Context: an optimization exercise on an open-source flow, tuned for small area. The choices shown serve that exercise and are no tape-out recipe.
Where RTL was checked, it was by simulation tests only, not by an equivalence proof against the original.
Power is estimated from default activity; no workload was simulated.

==> module noc_bridge, before the edit <==
module noc_bridge
(
    input  wire logic        c,
    input  wire logic        rst,
    input  wire logic        cmd_w,
    input  wire logic [7:0]  data_w,
    input  wire logic [31:0] data_rd,
    output logic             cmd_r,
    output logic [7:0]       data_r,
    output logic             sel,
    output logic             rw,
    output logic [31:0]      addr,
    output logic [31:0]      data_wr
);
    logic [31:0] s_a  [0:3];
    logic [7:0]  s_id [0:3];
    logic [1:0]  s_k  [0:3];   
    logic [31:0] q_d  [0:2];
    logic [1:0]  dw;           
    logic [1:0]  dr;           
    logic [1:0]  g;            
    logic [7:0]  l1, l2, l3;
    logic [1:0]  dd;           
    logic [7:0]  dly;
    logic [3:0]  pc;           
    logic        pwr;          
    logic [2:0]  wp;           
    logic        act;
    logic [3:0]  b;            
    logic [2:0]  rp;           
    logic        dl;           
    logic [1:0]  fk;           
    wire op_ok = cmd_w && (data_w == 8'h23 || data_w == 8'h63);
    wire done  = (pc == 4'd9 && !pwr) || pc == 4'd13;
    wire [1:0] d_new = 2'd1 - wp[1:0] - g;
    always_ff @(posedge c or posedge rst) begin
        if (rst) begin
            pc <= '0;
            wp <= '0;
            dw <= '0;
            g  <= '0;
        end else begin
            g <= g + 2'd1;
            if (pc == 4'd0) begin
                if (op_ok) pc <= 4'd4 - {2'b0, d_new};
            end else if (done) begin
                pc <= 4'd0;
                wp <= wp + 3'd1;
                if (pwr) dw <= (dw == 2'd2) ? 2'd0 : dw + 2'd1;
            end else begin
                pc <= pc + 4'd1;
            end
        end
    end
    always_ff @(posedge c) begin
        l1 <= data_w;
        l2 <= l1;
        l3 <= l2;
        if (pc == 4'd0) begin
            pwr <= data_w[6];
            dd  <= d_new;
        end
    end
    always_comb begin
        case (dd)
            2'd0:    dly = data_w;
            2'd1:    dly = l1;
            2'd2:    dly = l2;
            default: dly = l3;
        endcase
    end
    always_ff @(posedge c) begin
        for (int i = 0; i < 4; i++) begin
            s_a[i]  <= s_a[(i + 3) % 4];
            s_id[i] <= s_id[(i + 3) % 4];
            s_k[i]  <= s_k[(i + 3) % 4];
            if (pc == 4'(5 + i)) s_a[i][8*i +: 8] <= dly;
        end
        if (pc == 4'd4) s_id[3] <= dly;
        if (pc == 4'd9) s_k[0]  <= pwr ? 2'd0 : dly[3:2];
        for (int i = 0; i < 3; i++) begin
            q_d[i] <= {(dw == 2'(i) && pc >= 4'd10) ? dly : q_d[i][7:0], q_d[i][31:8]};
        end
    end
    wire h_wr   = (fk == 2'd0);
    wire last   = h_wr ? (b[0] == 1'b1) : (b == {fk, 2'b11});
    wire rd_cap = act && !h_wr && b[1:0] == {dl, ~dl} && b[3:2] < fk;
    wire        free = !act || last;
    wire [2:0]  n    = act ? rp + 3'd1 : rp;
    wire [1:0]  n_p  = 2'd0 - n[1:0];        
    wire        ph0  = (g + 2'd1 == n_p);    
    wire        ph1  = (g + 2'd2 == n_p);    
    wire        go   = free && (n != wp) && (ph0 || ph1);
    always_ff @(posedge c or posedge rst) begin
        if (rst) begin
            act <= 1'b0;
            rp  <= '0;
            dr  <= '0;
        end else begin
            if (free) begin
                rp  <= n;
                act <= go;
            end
            if (act && last && h_wr) dr <= (dr == 2'd2) ? 2'd0 : dr + 2'd1;
        end
    end
    always_ff @(posedge c) begin
        if (go) begin
            b  <= '0;
            dl <= ph1;
            fk <= ph0 ? s_k[3] : s_k[2];
        end else begin
            b  <= b + 4'd1;
        end
    end
    logic [31:0] wb;
    logic [7:0]  wt;
    always_ff @(posedge c) begin
        wb <= rd_cap ? data_rd : {data_rd[31:24], wb[31:8]};
        wt <= wb[7:0];
    end
    wire [31:0] h_a = s_a[0];
    assign sel     = act && (h_wr ? (b == {3'b0, dl}) : (b[1:0] == {1'b0, dl} && b[3:2] < fk));
    assign rw      = h_wr;
    logic [31:0] ai;
    logic [31:4] cz;
    logic [7:0]  gc;
    always_comb begin
        ai[1:0] = h_a[1:0];
        ai[2]   = h_a[2] ^ b[2];
        ai[3]   = h_a[3] ^ b[3] ^ (h_a[2] & b[2]);
        gc[0]   = 1'b0;
        gc[1]   = h_a[3] & (b[3] | (h_a[2] & b[2]));
        for (int k = 1; k < 7; k++) gc[k+1] = gc[k] & (&h_a[4*k +: 4]);
        for (int k = 1; k < 8; k++) begin
            cz[4*k] = gc[k];
            for (int i = 4*k + 1; i < 4*k + 4; i++) cz[i] = cz[i-1] & h_a[i-1];
        end
        for (int i = 4; i < 32; i++) ai[i] = h_a[i] ^ cz[i];
    end
    assign addr    = ai;
    assign data_wr = q_d[dr];
    always_comb begin
        cmd_r  = 1'b0;
        data_r = 8'h00;
        if (act) begin
            if (b == 4'd0) begin
                cmd_r  = 1'b1;
                data_r = h_wr ? 8'h80 : 8'h40;
            end else if (b == 4'd1) begin
                data_r = dl ? s_id[0] : s_id[1];
            end else if (b == 4'd2) begin
                data_r = {4'b0, fk, 2'b00};
            end else if (last) begin
                cmd_r  = 1'b1;
                data_r = 8'hE0;
            end else begin
                data_r = dl ? wb[7:0] : wt;
            end
        end
    end
endmodule
clock: 5.0 ns
lec_check: 0
cap_margin: 20
core_margin: 2
core_utilization: 60
place_density: 0.9
slew_margin: 20
standard.sh (not shown) runs the stock make flow with config.mk's settings and CLKGATE_MAP_FILE= SYNTH_SCRIPT=/design/flow/synth_recipe.tcl, a recipe that flattens the netlist after the stock synthesis.
==> flow/flow/run.sh <==
#!/bin/bash
# Standard layout, with the port buffers made of the smallest buffer cell and no dummy clock loads.
set -euo pipefail
bash standard.sh "BUFFER_PORTS_ARGS=-buffer_cell sky130_fd_sc_hd__buf_1" "CTS_ARGS=-sink_clustering_enable -repair_clock_nets -sink_clustering_size 18 -sink_clustering_max_diameter 60 -buf_list sky130_fd_sc_hd__clkbuf_8 -dont_use_dummy_load" finish > standard_flow.log 2>&1
Change:
--- a/flow/design.v
+++ b/flow/design.v
@@ -138,23 +138,19 @@
     wire [31:0] h_a = s_a[0];
     assign sel     = act && (h_wr ? (b == {3'b0, dl}) : (b[1:0] == {1'b0, dl} && b[3:2] < fk));
     assign rw      = h_wr;
     logic [31:0] ai;
     logic [31:4] cz;
-    logic [7:0]  gc;
     always_comb begin
         ai[1:0] = h_a[1:0];
         ai[2]   = h_a[2] ^ b[2];
         ai[3]   = h_a[3] ^ b[3] ^ (h_a[2] & b[2]);
-        gc[0]   = 1'b0;
-        gc[1]   = h_a[3] & (b[3] | (h_a[2] & b[2]));
-        for (int k = 1; k < 7; k++) gc[k+1] = gc[k] & (&h_a[4*k +: 4]);
-        for (int k = 1; k < 8; k++) begin
-            cz[4*k] = gc[k];
-            for (int i = 4*k + 1; i < 4*k + 4; i++) cz[i] = cz[i-1] & h_a[i-1];
+        cz[4]   = h_a[3] & (b[3] | (h_a[2] & b[2]));
+        for (int i = 4; i < 32; i++) begin
+            ai[i] = h_a[i] ^ cz[i];
+            if (i < 31) cz[i+1] = cz[i] & h_a[i];
         end
-        for (int i = 4; i < 32; i++) ai[i] = h_a[i] ^ cz[i];
     end
     assign addr    = ai;
     assign data_wr = q_d[dr];
     always_comb begin
         cmd_r  = 1'b0;
The changed run completed and failed the layout checks on setup timing. Worst setup slack loses 2.2 ns. Combinational power came out higher by about 5%. Cell area came out higher by 3.4%. Worst hold slack gains 0.019 ns. Critical path depth came out higher by 21. First-iteration DRC count came out lower by 23%. Clock power hardly moves. Non-clock buffer count came out higher by 4.
For the second run of this note, only the layout was checked, not whether the RTL still works.

==> what the ideal ports hide <==
In the flow no input, the clock included, has a driving cell. The finished layouts below were timed again as built, in two steps.
Step 1, drivers: a clkbuf_16 drives c and a buf_2 each remaining input, both assumed.
Step 2, shift: input delay + t, output delay - t, t = (earliest + latest rising clock arrival at the registers) / 2. This alone moves slack from input paths to output paths.
Three values: no drivers, after step 1, after step 2; two values: the first two.
| run | t, ns | slack for setup (ns) | worst data-port slew with drivers (ns) | cell pins on the clock port's net |
|---|---|---|---|---|
| the first run | 0.565 | 0.499 / 0.462 / 1.026 | 0.04 | 1 |
| the second run | 0.575 | -1.720 / -1.756 / -1.181 | 0.04 | 1 |
